This is an optimization exercise on Yosys and OpenROAD, whose aim is small area, a short achievable clock period and few clock cycles per item, not a production implementation. Where RTL was checked, it was by simulation tests only, not by an equivalence proof against the original. No functional check of the RTL was part of runs 1 to 3. Power figures rest on the tool's default switching activity, not on a simulated workload.

===== flow/design.v =====
`default_nettype none
package asd_pkg;
  localparam int SampleBits  = 12;
  localparam int ElapsedBits = 8;
  localparam int TimerBits   = 16;
  localparam int SumBits     = 19;
  localparam int CountBits   = 7;
  localparam int FracBits    = 10;
  localparam int CfgIdxBits  = 2;
  localparam int CfgDataBits = 16;
  localparam int InDataBits  = ((SampleBits + ElapsedBits + 7) / 8) * 8;
  localparam int OutDataBits = ((SampleBits + 7) / 8) * 8;
  localparam int ProdBits    = SampleBits + FracBits;
  localparam int ThrBits     = ProdBits - 8 + 1;
  localparam int JobBits     = 1 + 1 + SumBits + CountBits;
  localparam int QDepth      = 2;
  localparam int QPtrBits    = $clog2(QDepth);
  localparam int QCntBits    = $clog2(QDepth + 1);
  localparam int DivSteps    = SumBits;
  localparam int DivCntBits  = $clog2(DivSteps);
  localparam logic [SampleBits-1:0]  AvgReset      = SampleBits'(2048);
  localparam logic [TimerBits-1:0]   HoldoffReset  = TimerBits'(100);
  localparam logic [FracBits-1:0]    FracReset     = FracBits'(77);
  localparam logic [TimerBits-1:0]   LogPerReset   = TimerBits'(50);
  localparam logic [CountBits-1:0]   PerAvgReset   = CountBits'(20);
  typedef enum logic [CfgIdxBits-1:0] {
    CFG_HOLDOFF  = 2'd0,
    CFG_FRACTION = 2'd1,
    CFG_LOG_PER  = 2'd2,
    CFG_PER_AVG  = 2'd3
  } cfg_idx_e;
  typedef struct packed {
    logic                 spike;
    logic                 div;
    logic [SumBits-1:0]   sum;
    logic [CountBits-1:0] divisor;
  } job_t;
  typedef struct packed {
    logic                  upd;
    logic [SampleBits-1:0] level;
  } avg_t;
  typedef struct packed {
    logic push;
    logic pending;
  } front_stat_t;
endpackage
`default_nettype wire
`default_nettype none
module audio_spike_detector
(
  input  wire logic        clk_i,
  input  wire logic        rst_ni,
  input  wire logic        cfg_we_i,
  input  wire logic [1:0]  cfg_idx_i,
  input  wire logic [15:0] cfg_data_i,
  input  wire logic        s_axis_tvalid,
  output logic             s_axis_tready,
  input  wire logic [23:0] s_axis_tdata,
  output logic             m_axis_tvalid,
  input  wire logic        m_axis_tready,
  output logic [15:0]      m_axis_tdata,
  output logic             m_axis_tuser
);
  localparam int DivBits = 3;                
  localparam int DivCyc  = 12 / DivBits;     
  localparam int PhBits  = $clog2(DivCyc + 2);
  logic [15:0] hold_q, lper_q;
  logic [9:0]  frac_q;
  logic [6:0]  pavg_q;
  logic        v2_q;       
  logic        dv2_q;      
  logic [11:0] smp2_q;
  logic [7:0]  dt2_q;
  logic [15:0] htmr_q, ptmr_q;
  logic [11:0] peak_q;
  logic [18:0] sum_q;      
  logic [6:0]  cnt_q;      
  logic [11:0] avg_q;
  logic [22:0] prod_q;     
  logic [PhBits-1:0] ph_q;
  logic              mul_q;    
  logic              mreq_q;   
  logic ov0_q, ov1_q;
  logic os0_q, os1_q;
  logic spkd_q;                
  logic pop, push, push_spk, s2_fire, acc_ok, acc, drained;
  logic run_last, div_last, adv;
  assign pop      = ov0_q && m_axis_tready;
  assign drained  = !ov0_q || (!ov1_q && m_axis_tready);
  assign run_last = (ph_q == PhBits'(DivCyc + 1));
  assign div_last = !mul_q && (ph_q == PhBits'(DivCyc));
  assign adv      = (ph_q != '0) && (!div_last || drained);
  assign s2_fire  = v2_q && (dv2_q || (ph_q == '0 && !mreq_q && !ov1_q));
  assign acc_ok   = !mreq_q && (ph_q == '0 || run_last) && (!v2_q || s2_fire);
  assign s_axis_tready = acc_ok;
  assign acc      = s_axis_tvalid && acc_ok;
  logic [11:0] smp;
  logic [7:0]  dt;
  logic [16:0] p_left;
  logic        per_end, div_now, gt;
  logic [15:0] p_add;
  logic [11:0] peak_new;
  logic [18:0] sum_a, sum_b, sum_new;
  logic [6:0]  cnt_inc;
  always_comb begin
    smp      = s_axis_tdata[11:0];
    dt       = s_axis_tdata[19:12];
    p_left   = {1'b0, lper_q} - {1'b0, ptmr_q};
    per_end  = p_left[16] || (p_left[15:8] == 8'd0 && dt >= p_left[7:0]);
    p_add    = ptmr_q + {8'b0, dt};
    gt       = (smp > peak_q);
    peak_new = gt ? smp : peak_q;
    sum_a    = sum_q + {7'b0, peak_q};
    sum_b    = sum_q + {7'b0, smp};
    sum_new  = gt ? sum_b : sum_a;
    cnt_inc  = cnt_q + 7'd1;
    div_now  = per_end && (cnt_inc >= pavg_q);
  end
  logic [16:0] h_left, h_add;
  logic [15:0] h_sat;
  logic        hgt, spike;
  always_comb begin
    h_left = {1'b0, hold_q} - {1'b0, htmr_q};
    hgt    = (hold_q != 16'hFFFF) &&
             (h_left[16] || (h_left[15:8] == 8'd0 && dt2_q > h_left[7:0]));
    h_add  = {1'b0, htmr_q} + {9'b0, dt2_q};
    h_sat  = h_add[16] ? 16'hFFFF : h_add[15:0];
    spike  = hgt && ({3'b0, smp2_q} > prod_q[22:8]);
  end
  logic [6:0]         rem;
  logic [8:0]         t, d1, d2, d3;
  logic [9:0]         e1, e2, e3;
  logic               c1, c2, c3;
  logic [7:0]         t2;
  logic [8:0]         f1;
  logic [DivBits-1:0] qd;
  logic [18:0]        sum_div;
  always_comb begin
    d1  = {2'b0, cnt_q};
    d2  = {1'b0, cnt_q, 1'b0};
    d3  = d1 + d2;
    rem = sum_q[18:12];
    t   = {rem, sum_q[11:10]};
    e1  = {1'b0, t} - {1'b0, d1};
    e2  = {1'b0, t} - {1'b0, d2};
    e3  = {1'b0, t} - {1'b0, d3};
    c1  = !e1[9];
    c2  = !e2[9];
    c3  = !e3[9];
    qd[2:1] = {c2, c3 || (c1 && !c2)};
    rem = c3 ? e3[6:0] : c2 ? e2[6:0] : c1 ? e1[6:0] : t[6:0];
    t2  = {rem, sum_q[9]};
    f1  = {1'b0, t2} - {2'b0, cnt_q};
    qd[0] = !f1[8];
    rem = qd[0] ? f1[6:0] : t2[6:0];
    sum_div = {rem, sum_q[11-DivBits:0], qd};
  end
  logic [DivBits-1:0] hdig;
  logic [10:0]        mult;
  logic [PhBits-1:0]  didx;
  always_comb begin
    mult = 11'd256 + {1'b0, frac_q};
    didx = ph_q - PhBits'(2);
    hdig = '0;
    for (int k = 0; k < DivCyc; k++) begin
      if (didx == PhBits'(k)) hdig = avg_q[12 - DivBits*k - 1 -: DivBits];
    end
    if (!mul_q && !run_last) hdig = sum_q[DivBits-1:0];
  end
  always_ff @(posedge clk_i or negedge rst_ni) begin
    if (!rst_ni) begin
      hold_q <= 16'd100;
      frac_q <= 10'd77;
      lper_q <= 16'd50;
      pavg_q <= 7'd20;
    end else if (cfg_we_i) begin
      case (cfg_idx_i)
        2'd0: hold_q <= cfg_data_i;
        2'd1: frac_q <= cfg_data_i[9:0];
        2'd2: lper_q <= cfg_data_i;
        default: pavg_q <= cfg_data_i[6:0];
      endcase
    end
  end
  assign push     = (s2_fire && !dv2_q) || (adv && div_last);
  assign push_spk = dv2_q ? spkd_q : spike;
  always_ff @(posedge clk_i or negedge rst_ni) begin
    if (!rst_ni) begin
      v2_q    <= 1'b0;
      dv2_q   <= 1'b0;
      htmr_q  <= '0;
      ptmr_q  <= '0;
      peak_q  <= '0;
      sum_q   <= '0;
      cnt_q   <= '0;
      avg_q   <= 12'd2048;
      ph_q    <= '0;
      mul_q   <= 1'b0;
      mreq_q  <= 1'b1;
      ov0_q   <= 1'b0;
      ov1_q   <= 1'b0;
    end else begin
      if (acc) begin
        v2_q  <= 1'b1;
        dv2_q <= div_now;
      end else if (s2_fire) begin
        v2_q  <= 1'b0;
      end
      if (acc) begin
        ptmr_q <= per_end ? '0 : p_add;
        peak_q <= per_end ? '0 : peak_new;
        if (per_end) begin
          sum_q <= sum_new;
          cnt_q <= cnt_inc;
        end
      end else if (adv && div_last) begin
        sum_q <= '0;
        cnt_q <= '0;
        avg_q <= sum_div[11:0];
      end else if (adv && !mul_q && !run_last) begin
        sum_q <= sum_div;
      end
      if (s2_fire) htmr_q <= spike ? '0 : h_sat;
      if (acc && div_now) begin
        ph_q  <= PhBits'(1);
        mul_q <= 1'b0;
      end else if (ph_q == '0 && mreq_q) begin
        ph_q  <= PhBits'(1);
        mul_q <= 1'b1;
      end else if (run_last) begin
        ph_q  <= '0;
      end else if (adv) begin
        ph_q  <= ph_q + PhBits'(1);
      end
      if (cfg_we_i && cfg_idx_i == 2'd1) mreq_q <= 1'b1;
      else if (ph_q == '0)               mreq_q <= 1'b0;
      if (push && !pop) begin
        if (!ov0_q) ov0_q <= 1'b1;
        else        ov1_q <= 1'b1;
      end else if (pop && !push) begin
        ov0_q <= ov1_q;
        ov1_q <= 1'b0;
      end
    end
  end
  always_ff @(posedge clk_i) begin
    if (acc) begin
      smp2_q <= smp;
      dt2_q  <= dt;
    end
    if (s2_fire && dv2_q) spkd_q <= spike;
    if (push && pop) begin
      if (ov1_q) begin
        os0_q <= os1_q;
        os1_q <= push_spk;
      end else begin
        os0_q <= push_spk;
      end
    end else if (push) begin
      if (!ov0_q) os0_q <= push_spk;
      else        os1_q <= push_spk;
    end else if (pop) begin
      os0_q <= os1_q;
    end
    if (ph_q == PhBits'(1)) prod_q <= '0;
    if (adv && ph_q >= PhBits'(2)) prod_q <= (prod_q << DivBits) + 23'(hdig) * 23'(mult);
  end
  assign m_axis_tvalid = ov0_q;
  assign m_axis_tuser  = os0_q;
  assign m_axis_tdata  = {4'b0, avg_q};
endmodule
`default_nettype wire

===== flow/flow/run.sh =====
#!/bin/bash
# Standard layout, with the adders left to ABC instead of the platform's full/half adder cells.
set -euo pipefail
bash standard.sh ADDER_MAP_FILE= finish > make_finish.log 2>&1

===== flow/standard.sh =====
#!/bin/bash
# synth_recipe.tcl (not shown) runs the flow's synth.tcl, then flattens the netlist and writes it again
# the make line also repeats each setting of config.mk as NAME=value (left out here)
make -C /OpenROAD-flow-scripts/flow DESIGN_CONFIG=/design/flow/config.mk WORK_HOME=/design/flow/orfs CLKGATE_MAP_FILE= SYNTH_SCRIPT=/design/flow/synth_recipe.tcl "${@:-finish}"

===== flow/config.mk =====
export PLATFORM = sky130hd
export DESIGN_NAME = audio_spike_detector
export DESIGN_NICKNAME = audio_spike_detector
export VERILOG_FILES = /design/flow/design.v
export SDC_FILE = /design/flow/constraint.sdc
export NUM_CORES = 4
export LEC_CHECK = 0
export ABC_AREA = 1
export CAP_MARGIN = 20
export CORE_MARGIN = 2
export CORE_UTILIZATION = 40
export SETUP_SLACK_MARGIN = 2.9
export SLEW_MARGIN = 20

===== flow/constraint.sdc =====
create_clock -name core_clock -period 6.5 [get_ports {clk_i}]
set_input_delay 1.3000 -clock core_clock [delete_from_list [all_inputs] [get_ports {clk_i}]]
set_output_delay 1.3000 -clock core_clock [all_outputs]
set_load 0.01 [all_outputs]

==> flow_metrics.tcl, run 1 <==
set metrics [dict create \
    status "finished clean" \
    cts_hold_buf 0 \
    synthFlopType "dfrtp_1" \
    clockBufferDepth 2 \
    criticalPathCategory "in2reg" \
    switchingPower_mw 5.29 \
    hold_path_class "reg2reg" \
    rsz0062_at_grt "yes" \
    avgSynthCellArea_um2 6.30 \
    p_total_mw 9.75 \
    grt-ovfl-total 0 \
    fp.dieW_um 199 \
    portBuffers 57 \
    max-slew-margin-rel 0.393 \
    yosysSeqAreaShare 0.324 \
    htree_num_levels 4 \
    initial_utilization 0.404 \
    synth-edff-count 46 \
    cap_violations 0 \
    hold_viol 0 \
    ant_nets 0 \
    die_h_um 199 \
    clkTransAtPathRegs_ns 0.08 \
    synth.area.mux_share 0 \
    place.gp.congestion 0.927 \
    synthArstFlopShare 0.753 \
    grt_pass1_wl_mm 70.0 \
    clock.fmax_ghz 0.287 \
    cts-root-buf "clkbuf_16" \
    synth_cell_types 62 \
    nFillCells 3915 \
    comb_power_share 0.675 \
    grt_max_degree 90 \
    crit_arrival_ns 3.88 \
    vias 15200 \
    drc 0 \
    switching_share 0.543 \
    ir_drop_mv 0.285 \
    powerDensity_mw_per_mm2 555 \
    ioPinCount 66 \
    drt_iter0_drc 992 \
    instances_no_fill 2992 \
    vias_per_cell 5.09 \
    synthSimpleGateAreaFrac 0.396 \
    placementRows 71 \
    synthXorXnorAreaFrac 0.0387 \
    place_ws_ns 1.45 \
    end_kind "register" \
    antenna_cells 0 \
    seq_power_share 0.213 \
    setup_viol 0 \
    syn_area_mm2 0.0151 \
    fin_crit_sh 0.537 \
    firstDrtPassIters 6 \
    p_int_mw 4.46 \
    dp.cells 2937 \
    synth_fa_ha_area_frac 0 \
    totalWireLength_mm 43.6 \
    startpoint_type "input pin" \
    setup_tns_ns 0 \
    synth_top_area_share 0.208 \
    antenna_found_initial 0 \
    drive_gt1_frac 0.144 \
    yosys_warnings 1 \
    skew_ns 0.0120 \
    synth_top_family_by_area "simple AND/OR/NAND/NOR gates" \
    nets 2515 \
    synth_compound_area_frac 0.138 \
    clk_latency_ns 0.45 \
    area_delta_synth_final_pct 16.0 \
    period_minus_slack_ns 3.49 \
    p_clk_frac 0.113 \
    core_area_mm2 0.0375 \
    worst_pin_slew_ns 0.911 \
    required_ns 6.89 \
    dpl.hpwl_mm 32.4 \
    clkSinkCount 186 \
    wl_per_cell_um 14.6 \
    slew_viol_final 0 \
    syn_inst 2402 \
    crit_fanout 6 \
    synth_top_cell_by_area "dfrtp_1" \
    grt_use_total 0.223 \
    tritoncts "yes" \
    ys_ff_latch 186 \
    final_core_util 0.469 \
    cts_made_buffers 17 \
    dieArea_mm2 0.0394 \
    grt_pass1_vias 14100 \
    leakage_nw 8.88 \
    setup_ws_ns 3.01 \
    synth_area_leaders "dfrtp_1, nand2_1, edfxtp_1, inv_1, nor2_1" \
]
==> routing by layer <==
metal  share of wire  GRT usage
met5               0          0
met4           0.021     0.0658
met3           0.034     0.0236
met2            0.47      0.376
met1            0.47      0.301
==> cell type report <==
class                      instances  area (um^2)  share of cell area
tap                              511          639              0.0364
clock buffer                      17          425              0.0242
sequential                       186         4920               0.280
clock inverter                    15          171             0.00976
timing repair inverter             1         7.51            0.000427
multi-input combinational       1828         9320               0.530
timing repair buffer              82          738              0.0420
inverter                         352         1350              0.0768
==> worst paths after layout <==
check / start / to / slack [ns] / depth (start not counted)
worst max-delay path: s_axis_tdata[2] / sum_q[18] / 3.01 / 23
worst min-delay path: ov1_q / ov1_q / 0.50 / 2
worst max register to register: ph_q[0] / prod_q[21] / 3.20 / 18
worst min register to register: ov1_q / ov1_q / 0.50 / 2
max in group asynchronous: rst_ni / ph_q[0] / 4.22 / 2
min in group asynchronous: rst_ni / ptmr_q[6] / 0.93 / 1
==> cells in the mapped netlist, types with 13 or more instances <==
cell type and n:
nand2_1 767, inv_1 327, nor2_1 279, nand3_1 181, o21ai_0 155, dfrtp_1 126
a21oi_1 101, edfxtp_1 46, xor2_1 42, nor3_1 33, nand2_2 29, o21ai_1 29
xnor2_1 25, nand3_2 23, inv_2 22, nand4_1 19, clkbuf_1 14, dfstp_2 14
buf_4 13
==> critical path: stages <==
cell      delay, ns
buf_12         0.11
clkinv_8       0.04
nor2_4         0.03
nor2_2         0.10
nand3_2        0.13
nor4_4         0.47
nand2_8        0.14
buf_4          0.17
nand3_1        0.10
nand2_1        0.08
nand2_2        0.10
nand2_2        0.10
nor2_2         0.14
nand2_1        0.11
nor3_2         0.15
nand2_2        0.10
nand2_4        0.11
nand2_4        0.06
nand2_2        0.08
nand3_2        0.05
nand2_1        0.10
nand2_1        0.05
nand2_1        0.06
==> power by group through the flow <==
stage | clock network (mW) | registers [mW] | logic [mW]
after CTS | 1.13 | 2.05 | 6.24
after global routing | 1.17 | 2.12 | 7.46
final | 1.10 | 2.07 | 6.58
after detailed placement | 0 | 2.07 | 6.12
after global placement | 0 | 2.06 | 6.03
after floorplan | 0 | 1.92 | 4.91
==> state kept, by name, indices dropped and copies added, names as in the netlist, 3 cells and up <==
register  cells
frac_q       10
avg_q        12
pavg_q        7
ptmr_q       16
prod_q       23
sum_q        19
smp2_q       12
cnt_q         7
peak_q       12
hold_q       16
lper_q       16
ph_q          3
dt2_q         8
htmr_q       16
==> cell families after synthesis <==
group / Yosys count
AO/OA/AOI/OAI: 367
XOR/XNOR: 67
buffers and inverters: 394
flip-flops: 186
other: 1
AND/OR/NAND/NOR: 1387
==> layout by cell type (no fill, tap or decap), types with 30 or more instances in the layout <==
master           count
nor2_1             258
nand2_2             71
xor2_1              42
inv_1              317
clkdlybuf4s50_1     39
a21oi_1             97
o21ai_0            150
nor3_1              30
nand3_2             35
nand2_1            713
edfxtp_1            46
nand3_1            165
dfrtp_1            114
==> metrics by stage <==
stage | area [um^2] | hold WS, ns
2_1_floorplan | 15200 | 0.453
3_3_place_gp | 16200 | 0.471
3_5_place_dp | 16200 | 0.476
4_1_cts | 16900 | 0.496
5_1_grt | 17600 | 0.524
6_report | 17600 | 0.500
==> what timing repair did <==
action                     in CTS  in global routing
cloned                          2                  2
pin swaps                      13                 49
gates resized for setup        56                196
setup endpoints to repair      37                 77
setup buffers                   6                 13
==> run 2: changes to the inputs <==
--- a/flow/config.mk
+++ b/flow/config.mk
@@ -10,4 +10,4 @@
 export CORE_MARGIN = 2
 export CORE_UTILIZATION = 40
-export SETUP_SLACK_MARGIN = 2.9
+export SETUP_SLACK_MARGIN = 2.5
 export SLEW_MARGIN = 20
==> run 2 against run 1 <==
  * Die area stayed put
  * Power is 3.3% lower
  * Sequential share of layout area is 0.87 points higher
  * Clock-buffer cell count stayed put
  * Critical path type is now reg2out
==> flow_metrics.tcl, run 2 <==
set metrics [dict create \
    grt_use_total 0.222 \
    vias_per_cell 5.05 \
    synthFlopType "dfrtp_1" \
    synth_area_leaders "dfrtp_1, nand2_1, edfxtp_1, inv_1, nor2_1" \
    totalWireLength_mm 42.6 \
    cap_violations 0 \
    synth_top_area_share 0.208 \
    p_total_mw 9.43 \
    regArea_mm2 0.00490 \
    slew_viol_final 0 \
    htree_num_levels 4 \
    firstDrtPassIters 5 \
    core_area_mm2 0.0375 \
    drive_gt1_frac 0.0905 \
    synthArstFlopShare 0.753 \
    cts_made_buffers 17 \
    startpoint_type "register" \
    hold_viol 0 \
    dpl.hpwl_mm 32.4 \
    crit_arrival_ns 2.50 \
    cts-root-buf "clkbuf_16" \
    synthTopCellsByCount "nand2_1, inv_1, nor2_1, nand3_1, o21ai_0" \
    clk_latency_ns 0.45 \
    setup_ws_ns 2.70 \
    grt_pass1_wl_mm 69.7 \
    rsz0062_at_grt "no" \
    crit_fanout 7 \
    syn_area_mm2 0.0151 \
    switchingPower_mw 5.10 \
    p_clk_frac 0.117 \
    drt_iter0_drc 903 \
    grt_max_degree 90 \
    nets 2499 \
    tritoncts "yes" \
    powerDensity_mw_per_mm2 555 \
    yosys_warnings 1 \
    worst_pin_slew_ns 0.913 \
    clock.fmax_ghz 0.263 \
    initial_utilization 0.404 \
    largest_register_ffs 23 \
    clockBufferDepth 2 \
    fp.dieW_um 199 \
    die_h_um 199 \
    antenna_cells 0 \
    ant_nets 0 \
    cts_hold_buf 0 \
    setup_viol 0 \
    vias 15000 \
    clkSinkCount 186 \
    status "finished clean" \
    largest_register "prod_q" \
    max-slew-margin-rel 0.391 \
    ys_ff_latch 186 \
    ioPinCount 66 \
    reg_top3 "prod_q: 23 flops, sum_q: 19 flops" \
    yosysSeqAreaShare 0.324 \
    clkTransAtPathRegs_ns 0.08 \
    grt_pass1_vias 14000 \
    layout_common_cells "nand2_1, inv_1, nor2_1" \
    switching_share 0.541 \
    hold_path_class "reg2reg" \
    ir_drop_mv 0.310 \
    place.gp.congestion 0.927 \
    criticalPathCategory "reg2out" \
    synth.most_common_cell "nand2_1" \
    drc 0 \
    grt-ovfl-total 0 \
    required_ns 5.20 \
    multi_input_area_mm2 0.00885 \
    dieArea_mm2 0.0394 \
    fin_crit_sh 0.585 \
    skew_ns 0.0123 \
    synth_top_cell_by_area "dfrtp_1" \
    place_ws_ns 1.45 \
    syn_inst 2402 \
    synth_cell_types 62 \
    comb_power_share 0.665 \
    leakage_nw 8.76 \
    final_common_cell "nand2_1" \
    placementRows 71 \
    avgSynthCellArea_um2 6.30 \
    seq_power_share 0.218 \
    wl_per_cell_um 14.3 \
    area_delta_synth_final_pct 12.2 \
    end_kind "primary output" \
    antenna_found_initial 0 \
    period_minus_slack_ns 3.80 \
    portBuffers 57 \
    synth-edff-count 46 \
    setup_tns_ns 0 \
    nFillCells 3971 \
    p_int_mw 4.33 \
]
[run 2: cell count changes in the layout (fill, tap and decap cells not counted), sizes merged]
cell	previous run	this run
buf	29	12
clkbuf	27	19
clkdlybuf4s15	0	1
clkdlybuf4s50	39	44
clkinvlp	3	1
dlygate4sd2	2	0
dlymetal6s2s	2	9
inv	358	359
nand4	21	20
[run 2: path summary, 6_finish.rpt]
path,startpoint,endpoint,slack (ns),cells past startpoint
hold reg to reg,lper_q[5],lper_q[5],0.50,2
min in group asynchronous,rst_ni,ptmr_q[6],0.94,1
hold / removal,lper_q[5],lper_q[5],0.50,2
max in group asynchronous,rst_ni,ptmr_q[15],4.26,2
setup reg to reg,cnt_q[1],sum_q[15],2.95,24
setup / recovery,ph_q[0],s_axis_tready,2.70,8
[run 2: per-layer routing]
layer | vias to the layer above | part of all wire | GRT usage
li1 | 7767 | - | -
met1 | 6946 | 0.48 | 0.301
met2 | 276 | 0.46 | 0.373
met3 | 54 | 0.032 | 0.0229
met4 | 0 | 0.023 | 0.0672
met5 | - | 0 | 0
[run 2: area by class of cell]
cell class | count | share of cell area
clock buffers | 17 | 0.0250
inverters | 352 | 0.0782
repair buffers | 68 | 0.0393
multi-input cells | 1827 | 0.521
clock inverters | 15 | 0.0101
well taps | 511 | 0.0376
flip-flops and latches | 186 | 0.289
[run 2: power by group through the flow]
stage / sequential, mW / clock, mW / combinational [mW]
floorplan: 1.92 / 0 / 4.91
global placement: 2.06 / 0 / 6.03
detailed placement: 2.07 / 0 / 6.12
CTS: 2.05 / 1.13 / 6.17
global route: 2.11 / 1.17 / 7.15
finish: 2.06 / 1.10 / 6.27
[run 2: worst max-delay path: stages (launching register included)]
cell	delay [ns]
dfrtp_1	0.51
nor2_4	0.20
inv_1	0.08
nor2_2	0.17
nand3_1	0.13
nand3_1	0.12
o211ai_1	0.09
inv_1	0.11
clkdlybuf4s50_1	0.63
[run 2: what timing repair did]
action,4_1_cts,5_1_grt
buffers inserted,1,4
gates cloned,1,1
resized for setup,9,50
pin swaps,1,6
endpoints found under the setup margin,30,26
hold endpoints to repair,0,0
[run 2: kinds of logic (layout without fill, tap and decap cells)]
logic type / Yosys count / count (layout) / synth area share
compound gates: 367 / 367 / 0.138
simple gates: 1387 / 1389 / 0.396
buf+inv: 394 / 452 / 0.103
other cells: 1 / 4 / 0.000248
flops: 186 / 186 / 0.324
xor+xnor: 67 / 67 / 0.0387
[run 2: metrics by stage]
step                utilization  instance area (um^2)  hold WS [ns]  cells
floorplan                     -                 15200         0.453   2405
global placement          0.431                 16200         0.471   2937
detailed placement        0.431                 16200         0.476   2937
CTS                       0.448                 16800         0.496   2971
global route              0.453                 17000         0.524   2976
finish                    0.453                 17000         0.500   2976
==> run 3: changes to the inputs <==
--- a/flow/config.mk
+++ b/flow/config.mk
@@ -10,4 +10,4 @@
 export CORE_MARGIN = 2
 export CORE_UTILIZATION = 40
-export SETUP_SLACK_MARGIN = 2.5
+export SETUP_SLACK_MARGIN = 3.2
 export SLEW_MARGIN = 20
==> run 3 against run 2 <==
  * Still clean on timing, DRC and antenna
  * Cell area grew 11%
  * Maximum frequency increased by 11%
  * Setup slack improved by 0.38 ns
  * Clock-buffer cell count up 1
  * Global-route usage increased by 0.40 points
  * Clock power fell by 5%
  * Combinational power is 25% higher
  * Sequential share of layout area is 2.7 points lower
  * Largest power group unchanged
==> flow_metrics.tcl, run 3 <==
set metrics [dict create \
    grt_pass1_wl_mm 70.8 \
    yosys_warnings 1 \
    die_h_um 199 \
    slew_viol_final 0 \
    synthArstFlopShare 0.753 \
    cap_violations 0 \
    synth_top_area_share 0.208 \
    comb_power_share 0.715 \
    crit_family "simple AND/OR/NAND/NOR gates" \
    grt_pass1_vias 14200 \
    required_ns 6.84 \
    leakage_nw 9.31 \
    rsz0062_at_grt "yes" \
    ant_nets 0 \
    end_kind "register" \
    setup_viol 0 \
    tritoncts "yes" \
    reg_top3 "prod_q: 23 flops, sum_q: 19 flops" \
    dpl.hpwl_mm 32.6 \
    grt_max_degree 79 \
    placed_area_mm2 0.0163 \
    htree_num_levels 4 \
    powerDensity_mw_per_mm2 582 \
    synth.most_common_cell "nand2_1" \
    criticalPathCategory "in2reg" \
    synthFlopType "dfrtp_1" \
    final_core_util 0.501 \
    layout_common_cells "nand2_1, inv_1, nor2_1" \
    core_area_mm2 0.0375 \
    cp-startpoint "s_axis_tdata[1]" \
    initial_utilization 0.404 \
    drt_iter0_drc 1070 \
    ioPinCount 66 \
    firstDrtPassIters 6 \
    nets 2574 \
    dieArea_mm2 0.0394 \
    ys_ff_latch 186 \
    setup_tns_ns 0 \
    clk_latency_ns 0.46 \
    ir_drop_mv 0.265 \
    r2r_cells 23 \
    status "finished clean" \
    hold_viol 0 \
    grt-ovfl-total 0 \
    crit_arrival_ns 3.76 \
    p_total_mw 10.9 \
    grt_use_total 0.226 \
    place_ws_ns 1.59 \
    period_minus_slack_ns 3.42 \
    synth_top_cell_by_area "dfrtp_1" \
    largest_register "prod_q" \
    switching_share 0.541 \
    max-slew-margin-rel 0.421 \
    worst_hold_path.endpoint "ov1_q" \
    switchingPower_mw 5.92 \
    portBuffers 57 \
    synth-edff-count 46 \
    syn_inst 2402 \
    wl_per_cell_um 14.8 \
    clock.fmax_ghz 0.292 \
    instances_no_fill 3051 \
    syn_area_mm2 0.0151 \
    startpoint_type "input pin" \
    antenna_cells 0 \
    min_path_cells 2 \
    largest_register_ffs 23 \
    antenna_found_initial 0 \
    fp.dieW_um 199 \
    placementRows 71 \
    yosysSeqAreaShare 0.324 \
    cts-root-buf "clkbuf_16" \
    synth_cell_types 62 \
    vias 15600 \
    fin_crit_sh 0.526 \
    crit_fanout 4 \
    seq_power_share 0.189 \
    totalWireLength_mm 45.2 \
    rrSetupSlack_ns 3.26 \
    cpMaxStageDelayCell "nor4_4" \
    drive_gt1_frac 0.220 \
    synth_area_leaders "dfrtp_1, nand2_1, edfxtp_1, inv_1, nor2_1" \
    path_common_cell "nand2_1" \
    hold_path_class "reg2reg" \
    timing.rr.end "prod_q[16]" \
    setup_ws_ns 3.08 \
    avgSynthCellArea_um2 6.30 \
    critical-path-max-stage-delay_ns 0.31 \
    timing.rr.start "ph_q[0]" \
    p_int_mw 5.02 \
    p_clk_frac 0.095 \
    min_from "ov1_q" \
    final_common_cell "nand2_1" \
    worst_pin_slew_ns 0.866 \
    holdWs_ns 0.489 \
    cts_made_buffers 17 \
    drc 0 \
    clkTransAtPathRegs_ns 0.07 \
    design_area_mm2 0.0188 \
    clkSinkCount 186 \
    nFillCells 3738 \
    synthTopCellsByCount "nand2_1, inv_1, nor2_1, nand3_1, o21ai_0" \
    dp.cells 2937 \
    area_delta_synth_final_pct 24.0 \
    worst-path-buf-inv 6 \
    skew_ns 0.0130 \
    place.gp.congestion 0.943 \
    path_cells "clkdlybuf4s15_2 > inv_2 > nor2_4 > nor4_4 > nand2_2 > buf_4 > buf_6 > nand3_4 > nand2_1 > nand2_1 > nand2_1 > nand2_4 > nand2_4 > nand4_1 > nand2_2 > buf_4 > buf_4 > o21ai_1 > o21ai_1 > nand2_1 > o21ai_0" \
    clockBufferDepth 2 \
    vias_per_cell 5.12 \
]
[run 3: cell families after synthesis]
group           count (synthesis)  share of synthesized area
simple gates                 1387                      0.396
buf+inv                       394                      0.103
other cells                     1                   0.000248
compound gates                367                      0.138
xor+xnor                       67                     0.0387
flops                         186                      0.324
[run 3: area by class of cell]
| class | instances | area, um^2 | share of cell area |
|---|---|---|---|
| Clock buffer | 18 | 439 | 0.0234 |
| Clock inverter | 14 | 128 | 0.00679 |
| Inverter | 352 | 1370 | 0.0731 |
| Multi-Input combinational cell | 1829 | 10100 | 0.536 |
| Sequential cell | 186 | 4920 | 0.262 |
| Tap cell | 511 | 639 | 0.0340 |
| Timing Repair Buffer | 141 | 1220 | 0.0650 |
[run 3: worst max-delay path by stage]
stage / endpoint / slack, ns / cells after the start
floorplan: sum_q[18] / 3.16 / 25
global placement: sum_q[18] / 1.61 / 25
detailed placement: sum_q[15] / 1.59 / 26
CTS: peak_q[9] / 3.15 / 17
global route: sum_q[15] / 2.91 / 27
finish: sum_q[6] / 3.08 / 21
[run 3: metal layers]
metal,global-route usage,share of wire
met5,0,0
met2,0.376,0.48
met4,0.0832,0.027
met3,0.0226,0.033
met1,0.303,0.46
[run 3: power groups by stage]
| stage | clock network (mW) | logic (mW) | registers (mW) |
|---|---|---|---|
| after floorplan | 0 | 4.97 | 1.92 |
| after global placement | 0 | 6.08 | 2.06 |
| after detailed placement | 0 | 6.19 | 2.07 |
| after CTS | 1.07 | 6.50 | 2.05 |
| after global routing | 1.11 | 8.72 | 2.12 |
| final | 1.04 | 7.83 | 2.07 |
[run 3: tightest hold or removal path, stage by stage (launching register included)]
cell and delay, ns:
dfrtp_1 0.35, nand2_1 0.05, o21ai_0 0.06
[run 3: repair_timing]
item                                    CTS  global route
hold endpoints to repair                  0             0
gates cloned                              1             3
resized for setup                       168           261
pin swaps                                66            93
hold buffers                              0             0
buffers inserted                         31            47
endpoints found under the setup margin   71            87
==> run 4: changes to the inputs <==
--- a/flow/design.v
+++ b/flow/design.v
@@ -100,4 +100,6 @@
   logic        per_end, div_now, gt;
   logic [15:0] p_add;
+  logic [8:0]  p_lo;
+  logic [12:0] s_lo;
   logic [11:0] peak_new;
   logic [18:0] sum_a, sum_b, sum_new;
@@ -108,9 +110,11 @@
     p_left   = {1'b0, lper_q} - {1'b0, ptmr_q};
     per_end  = p_left[16] || (p_left[15:8] == 8'd0 && dt >= p_left[7:0]);
-    p_add    = ptmr_q + {8'b0, dt};
+    p_lo     = {1'b0, ptmr_q[7:0]} + {1'b0, dt};
+    p_add    = {p_lo[8] ? ptmr_q[15:8] + 8'd1 : ptmr_q[15:8], p_lo[7:0]};
     gt       = (smp > peak_q);
     peak_new = gt ? smp : peak_q;
     sum_a    = sum_q + {7'b0, peak_q};
-    sum_b    = sum_q + {7'b0, smp};
+    s_lo     = {1'b0, sum_q[11:0]} + {1'b0, smp};
+    sum_b    = {s_lo[12] ? sum_q[18:12] + 7'd1 : sum_q[18:12], s_lo[11:0]};
     sum_new  = gt ? sum_b : sum_a;
     cnt_inc  = cnt_q + 7'd1;
@@ -118,4 +122,5 @@
   end
   logic [16:0] h_left, h_add;
+  logic [8:0]  h_lo;
   logic [15:0] h_sat;
   logic        hgt, spike;
@@ -124,5 +129,6 @@
     hgt    = (hold_q != 16'hFFFF) &&
              (h_left[16] || (h_left[15:8] == 8'd0 && dt2_q > h_left[7:0]));
-    h_add  = {1'b0, htmr_q} + {9'b0, dt2_q};
+    h_lo   = {1'b0, htmr_q[7:0]} + {1'b0, dt2_q};
+    h_add  = {h_lo[8] ? {1'b0, htmr_q[15:8]} + 9'd1 : {1'b0, htmr_q[15:8]}, h_lo[7:0]};
     h_sat  = h_add[16] ? 16'hFFFF : h_add[15:0];
     spike  = hgt && ({3'b0, smp2_q} > prod_q[22:8]);
--- a/flow/config.mk
+++ b/flow/config.mk
@@ -9,5 +9,6 @@
 export CAP_MARGIN = 20
 export CORE_MARGIN = 2
-export CORE_UTILIZATION = 40
-export SETUP_SLACK_MARGIN = 3.2
+export CORE_UTILIZATION = 60
+export PLACE_DENSITY = 0.75
+export SETUP_SLACK_MARGIN = 2.9
 export SLEW_MARGIN = 20
==> run 4 against run 3 <==
  * Global-route usage up 9.1 points
  * Synthesized cell count hardly changed
  * Sequential cell count stayed put
  * Clock-buffer cell count decreased by 1
  * Sequential share of layout area grew 2.6 points
  * Combinational power shrank 22%
  * Maximum frequency is 1.6% lower
  * Cell area is 9.1% lower
  * Power is 15% lower
  * Cell count down 7.9%
  * Largest cell class unchanged
  * Largest power group unchanged
==> flow_metrics.tcl, run 4 <==
set metrics [dict create \
    status "finished clean" \
    skew_ns 0.0186 \
    grt-ovfl-total 0 \
    cpMaxStageDelayCell "inv_1" \
    grt_use_total 0.316 \
    crit_arrival_ns 3.87 \
    worst_pin_slew_ns 0.937 \
    die_h_um 164 \
    clkTransAtPathRegs_ns 0.09 \
    grt_util_met2 0.520 \
    avgSynthCellArea_um2 6.36 \
    ir_drop_mv 0.638 \
    slew_viol_final 0 \
    startpoint_type "input pin" \
    synth-edff-count 46 \
    instances_no_fill 2810 \
    nets 2514 \
    cp-startpoint "m_axis_tready" \
    crit_family "simple AND/OR/NAND/NOR gates" \
    crit_fanout 26 \
    p_int_mw 4.25 \
    placed_area_mm2 0.0161 \
    portBuffers 57 \
    firstDrtPassIters 8 \
    timing.rr.start "cnt_q[0]" \
    ioPinCount 66 \
    place.gp.congestion 0.952 \
    grt_pass1_vias 14100 \
    leakage_nw 8.74 \
    criticalPathCategory "in2reg" \
    fp.dieW_um 164 \
    hold_path_class "reg2reg" \
    p_clk_frac 0.119 \
    syn_area_mm2 0.0153 \
    largest_register "prod_q" \
    synth_area_leaders "dfrtp_1, nand2_1, edfxtp_1, inv_1, nor2_1" \
    p_total_mw 9.29 \
    rsz0062_at_grt "yes" \
    met1_usage 0.444 \
    dieArea_mm2 0.0268 \
    setup_viol 0 \
    comb_power_share 0.659 \
    synthTopCellsByCount "nand2_1, inv_1, nor2_1, o21ai_0, nand3_1" \
    top_usage_layer "met2" \
    largest_register_ffs 23 \
    cts-root-buf "clkbuf_16" \
    setup_ws_ns 3.02 \
    setup_tns_ns 0 \
    htree_num_levels 4 \
    ys_ff_latch 186 \
    antenna_found_initial 0 \
    worst-path-buf-inv 3 \
    cts_made_buffers 17 \
    hold_viol 0 \
    drc 0 \
    path_cells "clkdlybuf4s50_1 > nand2_1 > nand2_1 > nor3_2 > nor2_2 > buf_6 > nand2_4 > nand2_2 > inv_1 > nand2_2 > nand2_1 > nand2_1 > a21oi_2" \
    grt_pass1_wl_mm 68.3 \
    critical-path-max-stage-delay_ns 0.47 \
    vias_per_cell 5.53 \
    final_common_cell "nand2_1" \
    switchingPower_mw 5.04 \
    holdWs_ns 0.502 \
    initial_utilization 0.609 \
    rrSetupSlack_ns 3.08 \
    antenna_cells 0 \
    synth_top_area_share 0.206 \
    end_kind "register" \
    cp-endpoint "sum_q[18]" \
    period_minus_slack_ns 3.48 \
    dpl.hpwl_mm 32.1 \
    dp.cells 2756 \
    place_ws_ns 1.66 \
    use_met3 0.0391 \
    final_core_util 0.680 \
    cts_hold_buf 0 \
    powerDensity_mw_per_mm2 544 \
    drt_iter0_drc 1259 \
    drive_gt1_frac 0.104 \
    syn_inst 2404 \
    synthFlopType "dfrtp_1" \
    cap_violations 0 \
    seq_power_share 0.222 \
    cp.depth 13 \
    r2r_cells 23 \
    synthArstFlopShare 0.753 \
    vias 15500 \
    timing.rr.end "sum_q[18]" \
    max-slew-margin-rel 0.374 \
    tritoncts "yes" \
    layout_common_cells "nand2_1, inv_1, nor2_1" \
    design_area_mm2 0.0171 \
    clk_latency_ns 0.46 \
    synth_top_cell_by_area "dfrtp_1" \
    synth.most_common_cell "nand2_1" \
    wl_per_cell_um 15.0 \
    synth_cell_types 68 \
    yosysSeqAreaShare 0.321 \
    switching_share 0.543 \
    required_ns 6.89 \
    fin_crit_sh 0.535 \
    core_area_mm2 0.0251 \
    clockBufferDepth 2 \
    placementRows 58 \
    area_delta_synth_final_pct 11.7 \
    clock.fmax_ghz 0.288 \
    path_common_cell "nand2_1" \
    reg_top3 "prod_q: 23 flops, sum_q: 19 flops" \
    grt_max_degree 84 \
    clkSinkCount 186 \
    totalWireLength_mm 42.2 \
    yosys_warnings 1 \
    ant_nets 0 \
]
## run 4: changes by cell type after synthesis, sizes merged, moves of 12 or more
cell and change:
xor2 +19, o22ai +12, o21ai +12, nand3 -27, nand2 -74, nor2 +22
inv +12
## run 4: what timing repair did
item,in CTS,in global routing
endpoints found under the setup margin,47,76
pin swaps,3,8
buffers inserted,1,21
resized for setup,35,65
cloned,0,0
endpoints found under the hold margin,0,0
## run 4: cells by family (layout without fill, tap and decap cells)
family                   count (synthesis)  after routing  share of synthesized area
AO/OA/AOI/OAI                          403            403                      0.150
XOR/XNOR                                93             93                     0.0533
adder cells (fa/ha/maj)                  8              8                    0.00524
buffers and inverters                  408            481                      0.105
flip-flops                             186            186                      0.321
other                                    1              4                   0.000245
AND/OR/NAND/NOR                       1305           1305                      0.366
## run 4: worst min-delay path by stage
stage	startpoint	endpoint	slack (ns)	cells after the start
floorplan	frac_q[1]	frac_q[1]	0.45	2
global route	frac_q[3]	frac_q[3]	0.53	2
finish	ov1_q	ov1_q	0.50	2
global placement	pavg_q[5]	pavg_q[5]	0.47	2
CTS	pavg_q[6]	pavg_q[6]	0.50	2
detailed placement	pavg_q[6]	pavg_q[6]	0.48	2
## run 4: power by group through the flow
stage | logic (mW) | clock network, mW | registers (mW)
global route | 6.92 | 1.16 | 2.11
detailed placement | 5.80 | 0 | 2.08
global placement | 5.69 | 0 | 2.06
CTS | 5.88 | 1.12 | 2.06
finish | 6.12 | 1.10 | 2.07
floorplan | 4.69 | 0 | 1.89
## run 4: metal layers
layer	vias up	wire, um
li1	7848	-
met1	7116	19100
met2	521	19700
met3	55	2630
met4	0	706
met5	-	0
## run 4: worst reg2reg max path, cell delays in order, from the launching register on
cell,delay [ns]
dfrtp_2,0.49
inv_2,0.14
or2_0,0.38
nand2_1,0.17
o21ai_2,0.13
inv_1,0.08
nand2_1,0.09
nor2_1,0.05
nand3_1,0.12
nand3_4,0.16
buf_4,0.18
o21ai_2,0.08
nand2_1,0.11
nand2_1,0.10
nand2_1,0.12
nor2_2,0.12
nand2_1,0.08
nand2_1,0.09
nand2_2,0.12
nand2_4,0.16
nand2_2,0.13
nand2_1,0.10
nand2_1,0.07
a21oi_2,0.11
## run 4: area by class of cell
cell class / instances / area, um^2
fillers: 2269 / 8040
repair buffers: 84 / 758
flip-flops and latches: 186 / 4920
clock buffers: 17 / 425
multi-input cells: 1813 / 8970
well taps: 330 / 413
clock inverters: 15 / 195
inverters: 365 / 1390
Testbench counts of run 4, summed over its fixed seeds: cycles 12,031, items 8,000.
==> run 5: changes to the inputs <==
--- a/flow/config.mk
+++ b/flow/config.mk
@@ -9,6 +9,5 @@
 export CAP_MARGIN = 20
 export CORE_MARGIN = 2
-export CORE_UTILIZATION = 60
-export PLACE_DENSITY = 0.75
-export SETUP_SLACK_MARGIN = 2.9
+export CORE_UTILIZATION = 40
+export SETUP_SLACK_MARGIN = 3.05
 export SLEW_MARGIN = 20
==> run 5 against run 4 <==
  * First-iteration DRC count is 16% lower
  * Maximum frequency is 4.5% higher
  * Global-route usage is 9.4 points lower
  * Sequential cell count stayed put
  * Synthesized cell count stayed put
  * Clock skew is 0.0032 ns lower
  * Largest power group unchanged
  * Register-to-register slack better by 0.15 ns
  * Critical path type is now reg2out
==> flow_metrics.tcl, run 5 <==
set metrics [dict create \
    synth_top_cell_by_area "dfrtp_1" \
    setup_tns_ns 0 \
    grt_max_degree 88 \
    clkSinkCount 186 \
    initial_utilization 0.406 \
    grt_pass1_wl_mm 69.8 \
    synth_compound_area_frac 0.150 \
    final_core_util 0.472 \
    placementRows 71 \
    hold_path_class "reg2reg" \
    ant_nets 0 \
    synthArstFlopShare 0.753 \
    yosysSeqAreaShare 0.321 \
    multi_input_area_mm2 0.00927 \
    fin_crit_sh 0.512 \
    synth_top_area_share 0.206 \
    drt_iter0_drc 1052 \
    synth.most_common_cell "nand2_1" \
    clkTransAtPathRegs_ns 0.08 \
    die_h_um 199 \
    end_kind "primary output" \
    synthTopCellsByCount "nand2_1, inv_1, nor2_1, o21ai_0, nand3_1" \
    powerDensity_mw_per_mm2 543 \
    dpl.hpwl_mm 33.1 \
    critical-path-max-stage-delay_ns 0.44 \
    crit_arrival_ns 2.03 \
    status "finished clean" \
    required_ns 5.20 \
    ir_drop_mv 0.366 \
    final_common_cell "nand2_1" \
    ioPinCount 66 \
    htree_num_levels 4 \
    hold_viol 0 \
    synth_area_leaders "dfrtp_1, nand2_1, edfxtp_1, inv_1, nor2_1" \
    max-slew-margin-rel 0.421 \
    core_area_mm2 0.0377 \
    avgSynthCellArea_um2 6.36 \
    synth_fa_ha_area_frac 0.00524 \
    synth_top_family_by_area "simple AND/OR/NAND/NOR gates" \
    met1_usage 0.309 \
    fp.dieW_um 199 \
    antenna_found_initial 0 \
    wl_per_cell_um 14.5 \
    grt_util_met2 0.359 \
    clk_latency_ns 0.46 \
    path_common_cell "nand3_1" \
    totalWireLength_mm 43.8 \
    worst_pin_slew_ns 0.867 \
    synthFlopType "dfrtp_1" \
    synth-edff-count 46 \
    slew_viol_final 0 \
    synthSimpleGateAreaFrac 0.366 \
    firstDrtPassIters 6 \
    cpMaxStageDelayCell "dfrtp_2" \
    grt_pass1_vias 13700 \
    regArea_mm2 0.00492 \
    ys_ff_latch 186 \
    cap_violations 0 \
    largest_register "prod_q" \
    use_met3 0.0201 \
    crit_family "buffers and inverters" \
    largest_register_ffs 23 \
    grt-ovfl-total 0 \
    rsz0062_at_grt "yes" \
    top_usage_layer "met2" \
    dieArea_mm2 0.0398 \
    drc 0 \
    vias 15300 \
    reg_top3 "prod_q: 23 flops, sum_q: 19 flops" \
    leakage_nw 8.83 \
    startpoint_type "register" \
    setup_viol 0 \
    criticalPathCategory "reg2out" \
    clockBufferDepth 2 \
    tritoncts "yes" \
    worst-path-buf-inv 4 \
    vias_per_cell 5.06 \
    syn_inst 2404 \
    area_delta_synth_final_pct 16.3 \
    crit_fanout 4 \
    drive_gt1_frac 0.136 \
    syn_area_mm2 0.0153 \
    period_minus_slack_ns 3.33 \
    synth_cell_types 68 \
    grt_use_total 0.222 \
    nets 2538 \
    cts-root-buf "clkbuf_16" \
    skew_ns 0.0154 \
    place.gp.congestion 0.895 \
    synthXorXnorAreaFrac 0.0533 \
    layout_common_cells "nand2_1, inv_1, nor2_1" \
    portBuffers 57 \
    cts_made_buffers 17 \
    synth.area.mux_share 0 \
    nFillCells 3888 \
    path_cells "buf_12 > buf_4 > nor2_4 > nand3_1 > nand3_1 > o211ai_1 > inv_1 > dlygate4sd2_1" \
    yosys_warnings 1 \
    antenna_cells 0 \
    clock.fmax_ghz 0.301 \
]
-- run 5: cell count changes in the layout (fill, tap and decap cells not counted), moves of 6 or more --
cell / delta
buf_4: +20
dlygate4sd2_1: +6
dlymetal6s2s_1: -6
nand2_1: -13
nand2_2: +10
nand3_1: -7
nor2_1: -14
nor2_2: +7
nor2_4: +7
-- run 5: cells by family (layout without fill, tap and decap cells) --
logic type / count (synthesis) / in the layout
AOI/OAI and AO/OA: 403 / 403
buffers and inverters: 408 / 505
other: 1 / 4
xor gates and xnor gates: 93 / 93
adders and majority gates: 8 / 8
and+or+nand+nor: 1305 / 1305
DFF: 186 / 186
-- run 5: layer usage --
metal / vias up / wire (um)
met5: - / 0
met4: 0 / 1260
met3: 59 / 1480
met2: 283 / 20000
met1: 7031 / 21100
li1: 7880 / -
-- run 5: stage by stage --
step | power, mW | cells | hold slack [ns] | instance area, um^2 | setup WS (ns)
after global placement | 7.80 | 2937 | 0.469 | 16300 | 1.70
after CTS | 9.08 | 2973 | 0.495 | 17000 | 3.05
after floorplan | 6.58 | 2407 | 0.453 | 15300 | 3.09
after detailed placement | 7.89 | 2937 | 0.475 | 16300 | 1.67
after global routing | 10.6 | 3015 | 0.522 | 17800 | 2.98
final | 9.65 | 3015 | 0.490 | 17800 | 3.17
-- run 5: where the power goes --
group,internal (mW),switching [mW],total [mW]
Combinational,2.31,4.17,6.48
Clock,0.537,0.553,1.09
Sequential,1.63,0.454,2.08
Total,4.47,5.18,9.65
-- run 5: layout make-up --
cell class              instances  share of cell area
inverters                     365              0.0793
repair buffers                108              0.0530
clock buffers                  18              0.0253
well taps                     511              0.0360
flip-flops and latches        186               0.277
multi-input cells            1813               0.521
clock inverters                14             0.00810
-- run 5: timing repair --
action	4_1_cts	5_1_grt
pin swaps	4	25
setup buffers	4	42
hold buffers	0	0
gates resized for setup	53	144
setup endpoints to repair	52	80
-- run 5: worst paths after layout --
| check | from | end | slack (ns) | cells past startpoint |
|---|---|---|---|---|
| max | ph_q[2] | s_axis_tready | 3.17 | 8 |
| max reg2reg | cnt_q[4] | sum_q[15] | 3.23 | 23 |
| min | ov1_q | ov1_q | 0.49 | 2 |
| max in group asynchronous | rst_ni | sum_q[16] | 4.25 | 2 |
| min reg2reg | ov1_q | ov1_q | 0.49 | 2 |
| min in group asynchronous | rst_ni | ptmr_q[15] | 0.90 | 1 |
-- run 5: worst register-to-register path: stages, from the launching register on --
cell and delay (ns):
dfrtp_2 0.47, inv_6 0.12, nand2_2 0.06, nand2_1 0.07, xor2_1 0.18, inv_1 0.06, nand2_1 0.11, nand2_2 0.11
nor3_4 0.22, nand3_1 0.14, nand3_4 0.16, buf_4 0.17, nand2_1 0.09, nand3_1 0.13, nand2_2 0.11, nor2_2 0.14
inv_1 0.06, nor2_2 0.14, nand2_4 0.09, nand2_4 0.11, buf_2 0.17, nand2_1 0.06, nand3_1 0.09, a21oi_1 0.08
==> run 6: changes to the inputs <==
--- a/flow/config.mk
+++ b/flow/config.mk
@@ -10,4 +10,4 @@
 export CORE_MARGIN = 2
 export CORE_UTILIZATION = 40
-export SETUP_SLACK_MARGIN = 3.05
+export SETUP_SLACK_MARGIN = 2.7
 export SLEW_MARGIN = 20
==> run 6 against run 5 <==
  * Cell area decreased by 4.0%
  * Worst hold slack about the same
  * Synthesized area unchanged
  * Global-route usage decreased by 0.16 points
  * Synthesized cell count unchanged
  * Maximum frequency decreased by 9.1%
  * Die area unchanged
  * Clock-buffer cell count unchanged
  * Sequential cell count unchanged
  * Sequential power about the same
  * Cell count decreased by 1.5%
  * Critical endpoint unchanged
==> flow_metrics.tcl, run 6 <==
set metrics [dict create \
    ir_drop_mv 0.327 \
    nets 2494 \
    clockBufferDepth 2 \
    dpl.hpwl_mm 33.1 \
    largest_register_ffs 23 \
    ys_ff_latch 186 \
    cts-root-buf "clkbuf_16" \
    drive_gt1_frac 0.0829 \
    worst_pin_slew_ns 0.866 \
    synth.most_common_cell "nand2_1" \
    max-slew-margin-rel 0.422 \
    nFillCells 3932 \
    dieArea_mm2 0.0398 \
    timing.rr.start "lper_q[1]" \
    instances_no_fill 2971 \
    vias_per_cell 5.07 \
    core_area_mm2 0.0377 \
    clkSinkCount 186 \
    top_layer_used "met4" \
    layout_common_cells "nand2_1, inv_1, nor2_1" \
    antenna_cells 0 \
    rrSetupSlack_ns 3.07 \
    clkTransAtPathRegs_ns 0.08 \
    leakage_nw 8.66 \
    synth_cell_types 68 \
    synth_area_leaders "dfrtp_1, nand2_1, edfxtp_1, inv_1, nor2_1" \
    required_ns 5.20 \
    firstDrtPassIters 6 \
    wl_per_cell_um 14.4 \
    area_delta_synth_final_pct 11.6 \
    syn_inst 2404 \
    place.gp.congestion 0.895 \
    synth-edff-count 46 \
    reg_top3 "prod_q: 23 flops, sum_q: 19 flops" \
    skew_ns 0.0186 \
    timing.rr.end "peak_q[4]" \
    antenna_found_initial 0 \
    die_h_um 199 \
    cp-endpoint "s_axis_tready" \
    grt_use_total 0.220 \
    synth_top_area_share 0.206 \
    avgSynthCellArea_um2 6.36 \
    grt_max_degree 88 \
    cts_made_buffers 17 \
    holdWs_ns 0.489 \
    htree_num_levels 4 \
    end_kind "primary output" \
    status "finished clean" \
    ant_nets 0 \
    setup_viol 0 \
    synthFlopType "dfrtp_1" \
    portBuffers 57 \
    syn_area_mm2 0.0153 \
    synthTopCellsByCount "nand2_1, inv_1, nor2_1, o21ai_0, nand3_1" \
    synth_top_cell_by_area "dfrtp_1" \
    drt_iter0_drc 1062 \
    fin_crit_sh 0.563 \
    powerDensity_mw_per_mm2 531 \
    grt_pass1_vias 13700 \
    tritoncts "yes" \
    wl_met1_mm 20.9 \
    largest_register "prod_q" \
    hold_path_class "reg2reg" \
    setup_tns_ns 0 \
    grt-ovfl-total 0 \
    wl_met2_mm 19.2 \
    final_common_cell "nand2_1" \
    cp-startpoint "ph_q[0]" \
    rsz0062_at_grt "yes" \
    hold_viol 0 \
    ioPinCount 66 \
    criticalPathCategory "reg2out" \
    min_path_cells 2 \
    dp.cells 2937 \
    clock.fmax_ghz 0.273 \
    yosys_warnings 1 \
    placementRows 71 \
    startpoint_type "register" \
    period_minus_slack_ns 3.66 \
    clk_latency_ns 0.46 \
    fp.dieW_um 199 \
    synthArstFlopShare 0.753 \
    drc 0 \
    vias 15100 \
    r2r_cells 17 \
    yosysSeqAreaShare 0.321 \
    cap_violations 0 \
    initial_utilization 0.406 \
    wl_met3_mm 1.49 \
    crit_fanout 7 \
    crit_arrival_ns 2.36 \
    totalWireLength_mm 42.7 \
    slew_viol_final 0 \
    grt_pass1_wl_mm 69.3 \
]
## run 6: changes by cell type in the layout (fill, tap and decap cells not counted), sizes merged, moves of 2 or more
cell	delta
buf	-46
clkbuf	-4
clkdlybuf4s50	+3
dlygate4sd2	-9
dlymetal6s2s	+12
inv	+2
## run 6: stage by stage
stage	utilization	area [um^2]	power, mW	setup WS, ns
6_report	0.453	17100	9.06	2.84
5_1_grt	0.453	17100	10.0	2.68
4_1_cts	0.450	16900	9.03	2.70
3_5_place_dp	0.433	16300	7.89	1.67
3_3_place_gp	0.433	16300	7.80	1.70
2_1_floorplan	-	15300	6.58	3.09
## run 6: report_power, final
| group | internal (mW) | switching (mW) | leakage (nW) |
|---|---|---|---|
| sequential | 1.62 | 0.466 | 2.21 |
| combinational | 2.01 | 3.88 | 6.15 |
| clock | 0.537 | 0.547 | 0.296 |
| total | 4.17 | 4.89 | 8.66 |
## run 6: worst min path at each step
stage	start	endpoint	slack, ns
finish	ov1_q	ov1_q	0.49
global route	pavg_q[0]	pavg_q[0]	0.52
global placement	ov1_q	ov1_q	0.47
floorplan	frac_q[1]	frac_q[1]	0.45
detailed placement	pavg_q[0]	pavg_q[0]	0.48
CTS	pavg_q[0]	pavg_q[0]	0.49
## run 6: per-layer routing
| metal | track usage | vias to the layer above |
|---|---|---|
| met5 | 0 | - |
| met4 | 0.0776 | 0 |
| met3 | 0.0197 | 50 |
| met2 | 0.355 | 307 |
| met1 | 0.309 | 6917 |
| li1 | - | 7797 |
## run 6: critical path: stages, from the launching register on
cell	delay (ns)
dfrtp_2	0.49
nor2_4	0.15
inv_1	0.08
nor2_2	0.16
nand3_1	0.12
nand3_1	0.11
o211ai_1	0.09
inv_1	0.13
clkdlybuf4s50_1	0.57
## run 6: cell type report
| class | instances | area [um^2] | share of cell area |
|---|---|---|---|
| clock buffers | 18 | 450 | 0.0264 |
| clock inverters | 14 | 144 | 0.00844 |
| inverters | 365 | 1390 | 0.0814 |
| multi-input cells | 1813 | 8870 | 0.520 |
| flip-flops and latches | 186 | 4910 | 0.288 |
| well taps | 511 | 639 | 0.0375 |
| repair buffers | 64 | 657 | 0.0385 |
## run 6: cells by family (layout without fill, tap and decap cells)
group	after synthesis	in the layout	share of synthesized area
AO/OA/AOI/OAI	403	403	0.150
XOR/XNOR	93	93	0.0533
adder cells (fa/ha/maj)	8	8	0.00524
buffers and inverters	408	461	0.105
flip-flops	186	186	0.321
other	1	4	0.000245
AND/OR/NAND/NOR	1305	1305	0.366
## run 6: what timing repair did
action / 4_1_cts / 5_1_grt
buffers inserted: 0 / 2
endpoints found under the hold margin: 0 / 0
hold buffers: 0 / 0
pin swaps: 0 / 3
endpoints found under the setup margin: 33 / 49
resized for setup: 13 / 31
cloned: 0 / 0
==> run 7: changes to the inputs <==
--- a/flow/config.mk
+++ b/flow/config.mk
@@ -10,4 +10,4 @@
 export CORE_MARGIN = 2
 export CORE_UTILIZATION = 40
-export SETUP_SLACK_MARGIN = 2.7
+export SETUP_SLACK_MARGIN = 2.9
 export SLEW_MARGIN = 20
==> run 7 against run 6 <==
  * Cell count rose by 0.54%
  * Utilization increased by 0.54 points
  * Sequential cell count stayed put
  * Maximum frequency up 7.8%
  * Synthesized area stayed put
  * Critical path depth increased by 8
  * Register-to-register slack better by 0.04 ns
  * Combinational power increased by 2%
  * Synthesized cell count unchanged
  * Clock power barely moved
  * Power rose by 1.4%
==> flow_metrics.tcl, run 7 <==
set metrics [dict create \
    antenna_cells 0 \
    antenna_found_initial 0 \
    wl_met2_mm 19.5 \
    ys_ff_latch 186 \
    clkSinkCount 186 \
    final_core_util 0.458 \
    drive_gt1_frac 0.103 \
    layout_common_cells "nand2_1, inv_1, nor2_1" \
    synth-edff-count 46 \
    drt_iter0_drc 1121 \
    core_area_mm2 0.0377 \
    clkTransAtPathRegs_ns 0.08 \
    critical-path-max-stage-delay_ns 0.49 \
    cpMaxStageDelayCell "clkdlybuf4s50_1" \
    final_common_cell "nand2_1" \
    wl_per_cell_um 14.4 \
    hold_viol 0 \
    slew_viol_final 0 \
    syn_inst 2404 \
    cts_made_buffers 17 \
    synth_top_cell_by_area "dfrtp_1" \
    holdWs_ns 0.490 \
    nFillCells 3946 \
    firstDrtPassIters 6 \
    htree_num_levels 4 \
    clockBufferDepth 2 \
    path_common_cell "nand2_1" \
    leakage_nw 8.70 \
    end_kind "register" \
    vias 15200 \
    wl_met1_mm 21.0 \
    vias_per_cell 5.08 \
    cap_violations 0 \
    clk_latency_ns 0.45 \
    initial_utilization 0.406 \
    worst-path-buf-inv 2 \
    fp.dieW_um 199 \
    grt_pass1_vias 13700 \
    grt_pass1_wl_mm 69.4 \
    crit_arrival_ns 3.73 \
    place.gp.congestion 0.895 \
    grt-ovfl-total 0 \
    dpl.hpwl_mm 33.1 \
    fin_crit_sh 0.522 \
    synth_cell_types 68 \
    powerDensity_mw_per_mm2 532 \
    synthArstFlopShare 0.753 \
    skew_ns 0.0160 \
    ir_drop_mv 0.326 \
    reg_top3 "prod_q: 23 flops, sum_q: 19 flops" \
    p_total_mw 9.19 \
    wl_met3_mm 1.47 \
    path_cells "clkdlybuf4s50_1 > xor2_1 > nand2_1 > o21ai_1 > nand2_1 > nand2_1 > maj3_2 > maj3_2 > nand2_1 > nand2_1 > nand2_1 > o21ai_0 > nand2_1 > nand2_2 > inv_2 > o21ai_0" \
    status "finished clean" \
    tritoncts "yes" \
    yosysSeqAreaShare 0.321 \
    avgSynthCellArea_um2 6.36 \
    crit_fanout 6 \
    startpoint_type "input pin" \
    die_h_um 199 \
    largest_register "prod_q" \
    cts_hold_buf 0 \
    rsz0062_at_grt "yes" \
    yosys_warnings 1 \
    multi_input_area_mm2 0.00898 \
    synth_area_leaders "dfrtp_1, nand2_1, edfxtp_1, inv_1, nor2_1" \
    nets 2510 \
    grt_use_total 0.220 \
    worst_pin_slew_ns 0.861 \
    max-slew-margin-rel 0.426 \
    criticalPathCategory "in2reg" \
    syn_area_mm2 0.0153 \
    hold_path_class "reg2reg" \
    ioPinCount 66 \
    synth.most_common_cell "nand2_1" \
    synth_top_area_share 0.206 \
    rrSetupSlack_ns 3.11 \
    totalWireLength_mm 43.0 \
    regArea_mm2 0.00492 \
    place_ws_ns 1.67 \
    clock.fmax_ghz 0.295 \
    area_delta_synth_final_pct 12.9 \
    top_layer_used "met4" \
    crit_family "simple AND/OR/NAND/NOR gates" \
    synthTopCellsByCount "nand2_1, inv_1, nor2_1, o21ai_0, nand3_1" \
    period_minus_slack_ns 3.39 \
    placementRows 71 \
    cts-root-buf "clkbuf_16" \
    required_ns 6.83 \
    setup_ws_ns 3.11 \
    synthFlopType "dfrtp_1" \
    setup_viol 0 \
    setup_tns_ns 0 \
    grt_max_degree 88 \
    drc 0 \
    ant_nets 0 \
    dieArea_mm2 0.0398 \
    portBuffers 57 \
    largest_register_ffs 23 \
]
[run 7: final timing paths]
check	start	endpoint	cells past startpoint
min in group asynchronous	rst_ni	ptmr_q[15]	1
hold reg to reg	ov1_q	ov1_q	2
max in group asynchronous	rst_ni	sum_q[12]	2
setup reg to reg	ph_q[1]	mul_q	16
hold / removal	ov1_q	ov1_q	2
setup / recovery	s_axis_tdata[14]	ptmr_q[10]	16
[run 7: area by class of cell]
class | count | area share
clock buffers | 18 | 0.0261
inverters | 365 | 0.0809
repair buffers | 80 | 0.0427
clock inverters | 14 | 0.00834
flip-flops and latches | 186 | 0.285
well taps | 511 | 0.0370
multi-input cells | 1813 | 0.520
[run 7: cell families after synthesis]
logic type | count (synthesis) | share of synthesized area
xor gates and xnor gates | 93 | 0.0533
AOI/OAI and AO/OA | 403 | 0.150
DFF | 186 | 0.321
adders and majority gates | 8 | 0.00524
buffers and inverters | 408 | 0.105
and+or+nand+nor | 1305 | 0.366
other | 1 | 0.000245
[run 7: report_power, final]
group | switching (mW) | leakage [nW] | internal, mW
registers | 0.462 | 2.20 | 1.62
clock network | 0.549 | 0.296 | 0.537
logic | 3.94 | 6.21 | 2.07
total | 4.96 | 8.70 | 4.23
[run 7: timing repair]
action	CTS	global route
cloned	0	0
resized for setup	31	67
pin swaps	1	7
endpoints found under the setup margin	41	69
setup buffers	1	17
[run 7: worst register-to-register path: stages, from the launching register on]
cell and delay, ns:
dfrtp_2 0.46, nor2_4 0.17, inv_1 0.08, nor2_2 0.16
nand3_1 0.12, nand3_1 0.11, o211ai_1 0.09, inv_1 0.13
nand2_1 0.46, clkinv_1 0.23, buf_6 0.39, nand2_1 0.24
buf_4 0.24, inv_1 0.13, nand2_1 0.13, o21ai_0 0.10
inv_1 0.05
[run 7: per-layer routing]
metal | global-route usage | vias up
met2 | 0.356 | 301
li1 | - | 7832
met4 | 0.0776 | 0
met1 | 0.308 | 6977
met3 | 0.0197 | 54
met5 | 0 | -
[run 7: per-stage QoR]
step / instances / area, um^2
3_5_place_dp: 2937 / 16300
3_3_place_gp: 2937 / 16300
2_1_floorplan: 2407 / 15300
6_report: 2987 / 17300
5_1_grt: 2987 / 17300
4_1_cts: 2970 / 17000

## re-timing with driven ports
Ports are ideal in the flow. The routed layouts listed here were re-timed in OpenROAD.
Step 1 sets driving cells, clkbuf_16 on the clock port and buf_2 on the other inputs (assumed; they add their load-dependent delay and slew).
Step 2, shift: input delay + t, output delay - t, t = (earliest + latest rising clock arrival at the registers) / 2. This alone moves slack from input paths to output paths.
Slacks: ideal ports / drivers / drivers and shift; pairs: ideal ports / drivers.
run	t (ns)	slack for setup (ns)	worst setup path after step 2
run 1	0.495	3.010 / 3.004 / 2.508	input to register
run 2	0.495	2.696 / 2.647 / 2.294	input to register
run 3	0.502	3.081 / 3.106 / 2.605	input to register
run 4	0.498	3.024 / 3.049 / 2.551	input to register
run 5	0.506	3.174 / 3.120 / 2.765	input to register
run 6	0.504	2.841 / 2.786 / 2.430	input to register
run 7	0.500	3.106 / 3.077 / 2.638	input to register
After both steps setup and hold are still met in every run listed. For run 1, which loses most, drivers alone change the setup slack by -0.006 ns; drivers and shift together by -0.502 ns.
